Source: an optimization exercise on an open RTL-to-GDS flow (aim: small area and a short achievable clock period). Production flows keep margins and buffers that such runs may drop.
RTL that was checked went through simulation tests only; none was proved equivalent to the original.
Power figures rest on the tool's default switching activity, not on a simulated workload.

## lif_tdm_scheduler
module lif_tdm_scheduler #(
    parameter int N_NEURONS = 32,
    parameter int IDX_W     = $clog2(N_NEURONS)
) (
    input  logic                clk,
    input  logic                rst_n,
    input  logic                tick_in,
    input  logic                i_wr_en,
    input  logic [IDX_W-1:0]    i_wr_idx,
    input  logic signed [15:0]  i_wr_data,
    output logic                busy,
    output logic                done,
    output logic                tick_overrun,
    output logic                spk_valid,
    output logic [IDX_W-1:0]    spk_idx,
    input  logic                spk_ready
);
Size: about 3800 cells after synthesis, ~53000 sq um of cells after synthesis.
==> flow/config.mk <==
export PLATFORM = sky130hd
export DESIGN_NAME = lif_tdm_scheduler
export DESIGN_NICKNAME = lif_tdm_scheduler
export VERILOG_FILES = /design/flow/design.v
export SDC_FILE = /design/flow/constraint.sdc
export NUM_CORES = 4
export LEC_CHECK = 0
export CAP_MARGIN = 20
export CORE_MARGIN = 2
export CORE_UTILIZATION = 40
export PLACE_DENSITY = 0.5
export SLEW_MARGIN = 20
==> flow/constraint.sdc <==
create_clock -name core_clock -period 13.0 [get_ports {clk}]
set_input_delay 2.6000 -clock core_clock [delete_from_list [all_inputs] [get_ports {clk}]]
set_output_delay 2.6000 -clock core_clock [all_outputs]
set_load 0.01 [all_outputs]
standard.sh (not shown) runs the stock make flow with config.mk's settings and CLKGATE_MAP_FILE= SYNTH_SCRIPT=/design/flow/synth_recipe.tcl, a recipe that flattens the netlist after the stock synthesis.
==> flow/flow/run.sh <==
#!/bin/bash
# Standard synthesis, then the standard layout with a tighter setup-repair target (the
# constraints and clock period are unchanged) and a clock tree without dummy loads.
set -euo pipefail
bash standard.sh synth > synth.log 2>&1
bash standard.sh \
  SETUP_SLACK_MARGIN=9.0 \
  CTS_ARGS="-sink_clustering_enable -repair_clock_nets -dont_use_dummy_load -sink_clustering_size 30 -buf_list {sky130_fd_sc_hd__clkbuf_4 sky130_fd_sc_hd__clkbuf_8}" \
  finish > layout.log 2>&1
==> next run, changes <==
--- a/flow/flow/run.sh
+++ b/flow/flow/run.sh
@@ -5,5 +5,5 @@
 bash standard.sh synth > synth.log 2>&1
 bash standard.sh \
-  SETUP_SLACK_MARGIN=9.0 \
+  SETUP_SLACK_MARGIN=8.9 \
   CTS_ARGS="-sink_clustering_enable -repair_clock_nets -dont_use_dummy_load -sink_clustering_size 30 -buf_list {sky130_fd_sc_hd__clkbuf_4 sky130_fd_sc_hd__clkbuf_8}" \
   finish > layout.log 2>&1
=> Routed wire length came out higher by a few percent; first-iteration DRC count fell by a few percent; final cell count falls slightly; design area goes down slightly; non-clock buffer count shrinks by 24; utilization fell by 0.53 points.
Function was not checked in any run of this note: the RTL went through the layout flow alone.

========
Another version of the RTL of lif_tdm_scheduler (not shown whole).
Size: roughly 3900 cells after synthesis, ~54000 µm² of cells after synthesis.
==> flow/config.mk <==
export PLATFORM = sky130hd
export DESIGN_NAME = lif_tdm_scheduler
export DESIGN_NICKNAME = lif_tdm_scheduler
export VERILOG_FILES = /design/flow/design.v
export SDC_FILE = /design/flow/constraint.sdc
export NUM_CORES = 4
export LEC_CHECK = 0
export CAP_MARGIN = 20
export CORE_MARGIN = 2
export CORE_UTILIZATION = 40
export PLACE_DENSITY = 0.5
export SLEW_MARGIN = 20
==> flow/constraint.sdc <==
create_clock -name core_clock -period 13.0 [get_ports {clk}]
set_input_delay 2.6000 -clock core_clock [delete_from_list [all_inputs] [get_ports {clk}]]
set_output_delay 2.6000 -clock core_clock [all_outputs]
set_load 0.01 [all_outputs]
==> flow/flow/run.sh <==
#!/bin/bash
# Standard synthesis, then the standard layout with a tighter setup-repair target (the
# constraints and clock period are unchanged) and a clock tree without dummy loads.
set -euo pipefail
bash standard.sh synth > synth.log 2>&1
bash standard.sh \
  SETUP_SLACK_MARGIN=8.9 \
  CTS_ARGS="-sink_clustering_enable -repair_clock_nets -dont_use_dummy_load -sink_clustering_size 30 -buf_list {sky130_fd_sc_hd__clkbuf_4 sky130_fd_sc_hd__clkbuf_8}" \
  finish > layout.log 2>&1
Change:
--- a/flow/flow/run.sh
+++ b/flow/flow/run.sh
@@ -6,3 +6,3 @@
 bash standard.sh \
-  SETUP_SLACK_MARGIN=8.9 \
+  SETUP_SLACK_MARGIN=8.9 TNS_END_PERCENT=0 \
   CTS_ARGS="-sink_clustering_enable -repair_clock_nets -dont_use_dummy_load -sink_clustering_size 30 -buf_list {sky130_fd_sc_hd__clkbuf_4 sky130_fd_sc_hd__clkbuf_8}" \
Outcome: Design area is lower by 2.6%. Cell count came out lower by 1.5%. Global-route usage goes down by 0.45 points. Worst setup slack gets worse by 170 ps.
No functional check of the RTL was part of any run of this note.

========
lif_tdm_scheduler, a different RTL version from the one above (not shown whole).
Size in the first run: roughly 1200 flip-flops, roughly 35 I/O pins.
clock: 13.0 ns
lec_check: 0
cap_margin: 20
core_margin: 2
core_utilization: 55
place_density: 0.65
slew_margin: 20
==> flow/flow/run.sh <==
#!/bin/bash
# Standard synthesis, then the standard layout with a tighter setup-repair target (the
# constraints and clock period are unchanged) and a clock tree without dummy loads.
set -euo pipefail
bash standard.sh synth > synth.log 2>&1
bash standard.sh \
  SETUP_SLACK_MARGIN=8.9 \
  CTS_ARGS="-sink_clustering_enable -repair_clock_nets -dont_use_dummy_load -sink_clustering_size 30 -buf_list {sky130_fd_sc_hd__clkbuf_4 sky130_fd_sc_hd__clkbuf_8}" \
  finish > layout.log 2>&1
The baseline finished clean.
==> next run, changes <==
--- a/flow/flow/run.sh
+++ b/flow/flow/run.sh
@@ -6,3 +6,3 @@
 bash standard.sh \
-  SETUP_SLACK_MARGIN=8.9 \
+  SETUP_SLACK_MARGIN=8.7 \
   CTS_ARGS="-sink_clustering_enable -repair_clock_nets -dont_use_dummy_load -sink_clustering_size 30 -buf_list {sky130_fd_sc_hd__clkbuf_4 sky130_fd_sc_hd__clkbuf_8}" \
--- a/flow/config.mk
+++ b/flow/config.mk
@@ -9,4 +9,4 @@
 export CORE_MARGIN = 2
-export CORE_UTILIZATION = 55
-export PLACE_DENSITY = 0.65
+export CORE_UTILIZATION = 40
+export PLACE_DENSITY = 0.5
 export SLEW_MARGIN = 20
Worst setup slack gets worse by 120 ps.
Power rose by 0.40%.
Non-clock buffer count fell by 39.
Clock-buffer cell count rose by 12.

========
before:
Another version of the RTL of lif_tdm_scheduler (not shown whole).
Size: roughly 3900 cells after synthesis, about 0.053 mm² of cells after synthesis.
clock: 13.0 ns
lec_check: 0
cap_margin: 20
core_margin: 2
core_utilization: 40
place_density: 0.5
slew_margin: 20
==> flow/flow/run.sh <==
#!/bin/bash
# Standard synthesis, then the standard layout with a tighter setup-repair target (the
# constraints and clock period are unchanged) and a clock tree without dummy loads.
set -euo pipefail
bash standard.sh synth > synth.log 2>&1
bash standard.sh \
  SETUP_SLACK_MARGIN=8.9 \
  CTS_ARGS="-sink_clustering_enable -repair_clock_nets -dont_use_dummy_load -sink_clustering_size 30 -buf_list {sky130_fd_sc_hd__clkbuf_4 sky130_fd_sc_hd__clkbuf_8}" \
  finish > layout.log 2>&1
Setup changes, before to after
diff --git a/flow/flow/run.sh b/flow/flow/run.sh
--- a/flow/flow/run.sh
+++ b/flow/flow/run.sh
@@ -6,3 +6,3 @@
 bash standard.sh \
-  SETUP_SLACK_MARGIN=8.9 \
+  SETUP_SLACK_MARGIN=9.0 \
   CTS_ARGS="-sink_clustering_enable -repair_clock_nets -dont_use_dummy_load -sink_clustering_size 30 -buf_list {sky130_fd_sc_hd__clkbuf_4 sky130_fd_sc_hd__clkbuf_8}" \
Results
- Going from before to after, the overall fraction of global-route tracks in use was found to have gone up by 0.18 points.
- Between before and after, the wire length reported by the detailed router is lower for before.
- The flow did not stop early for after: all stages ran, and the layout cleared the timing, design-rule and antenna checks.
- On net count reported at finish: after sits above before.

========
lif_tdm_scheduler, a different RTL version from the one above (not shown whole).
Size in the first run: ~0.051 mm^2 of cells after synthesis.
clock: 13.0 ns
lec_check: 0
cap_margin: 20
core_margin: 2
core_utilization: 40
place_density: 0.5
slew_margin: 20
==> flow/flow/run.sh <==
#!/bin/bash
# Standard synthesis, then the standard layout with a tighter setup-repair target (the
# constraints and clock period are unchanged) and a clock tree without dummy loads and
# with larger sink clusters.
set -euo pipefail
bash standard.sh synth > synth.log 2>&1
bash standard.sh \
  SETUP_SLACK_MARGIN=8.9 \
  CTS_ARGS="-sink_clustering_enable -repair_clock_nets -dont_use_dummy_load -sink_clustering_size 20 -sink_clustering_max_diameter 60 -buf_list {sky130_fd_sc_hd__clkbuf_8 sky130_fd_sc_hd__clkbuf_16}" \
  finish > layout.log 2>&1
Edit:
==> flow/flow/run.sh (replaced) <==
#!/bin/bash
# Standard synthesis, then the standard layout with a tighter setup-repair target (the
# constraints and clock period are unchanged) and a clock tree without dummy loads.
set -euo pipefail
bash standard.sh synth > synth.log 2>&1
bash standard.sh \
  SETUP_SLACK_MARGIN=8.9 \
  CTS_ARGS="-sink_clustering_enable -repair_clock_nets -dont_use_dummy_load -sink_clustering_size 30 -buf_list {sky130_fd_sc_hd__clkbuf_4 sky130_fd_sc_hd__clkbuf_8}" \
  finish > layout.log 2>&1
Final area is about the same.
Core utilization barely changes.
Clock-buffer cell count grows by 97.
Power stays flat.
No run of this note included a check of the RTL's function; only the layout flow was run.

========
RTL: one of the versions met above, not the one the previous note started from.
For scale: roughly 3900 cells after synthesis, roughly 1200 flip-flops, about 35 I/O pins, about 54000 µm² of cells after synthesis.
clock: 13.0 ns
lec_check: 0
cap_margin: 20
core_margin: 2
core_utilization: 40
place_density: 0.5
slew_margin: 20
==> flow/flow/run.sh <==
#!/bin/bash
# Standard synthesis, then the standard layout with a tighter setup-repair target (the
# constraints and clock period are unchanged) and a clock tree without dummy loads.
set -euo pipefail
bash standard.sh synth > synth.log 2>&1
bash standard.sh \
  SETUP_SLACK_MARGIN=9.05 \
  CTS_ARGS="-sink_clustering_enable -repair_clock_nets -dont_use_dummy_load -sink_clustering_size 30 -buf_list {sky130_fd_sc_hd__clkbuf_4 sky130_fd_sc_hd__clkbuf_8}" \
  finish > layout.log 2>&1
Then changed:
--- a/flow/flow/run.sh
+++ b/flow/flow/run.sh
@@ -7 +7 @@
-  SETUP_SLACK_MARGIN=9.05 \
+  SETUP_SLACK_MARGIN=8.9 \
Outcome:
- cell area drops by 1.6%
- setup slack improves by 0.012 ns
- clock skew climbs by 0.0060 ns
- clock power barely changes

==> afterwards: timing with drivers on the ports <==
In the flow no input, the clock included, has a driving cell. The finished layouts below were timed again as built, in two steps.
Step 1 (the two cells are an assumption about what drives the block):
set clk [get_ports {clk}]
set_driving_cell -lib_cell sky130_fd_sc_hd__clkbuf_16 $clk
set_driving_cell -lib_cell sky130_fd_sc_hd__buf_2 [delete_from_list [all_inputs] $clk]
Step 2 times the ports against the registers' clock, not the clock port: input delays grow and output delays shrink by t, the midpoint of the rising clock arrivals with the driver on.
a / b / c = ideal / step 1 / step 2; a / b = the first two.
run	t, ns	setup WS [ns]	slew at the worst register clock pin (ns)
the first run of note 1	0.964	8.857 / 8.857 / 8.143	0.07 / 0.07
the second run of note 1	0.963	8.736 / 8.736 / 8.155	0.07 / 0.07
the first run of note 2	0.972	8.732 / 8.732 / 8.109	0.07 / 0.07
the second run of note 2	0.942	8.563 / 8.563 / 7.837	0.07 / 0.07
the first run of note 3	0.916	8.825 / 8.859 / 7.947	0.07 / 0.07
the second run of note 3	0.935	8.705 / 8.705 / 8.091	0.07 / 0.07
before	0.936	8.893 / 8.893 / 8.056	0.07 / 0.07
after	0.939	8.946 / 8.918 / 8.175	0.07 / 0.07
the first run of note 5	0.783	8.364 / 8.364 / 8.364	0.08 / 0.08
the second run of note 5	0.964	8.444 / 8.444 / 8.328	0.07 / 0.07
the first run of note 6	0.959	8.929 / 8.849 / 8.109	0.07 / 0.07
the second run of note 6	0.936	8.941 / 8.902 / 8.192	0.07 / 0.07
After both steps every run listed still meets setup and hold. The setup slack of the first run of note 3, which loses most, moves by +0.034 ns with the drivers and by -0.878 ns with both steps.
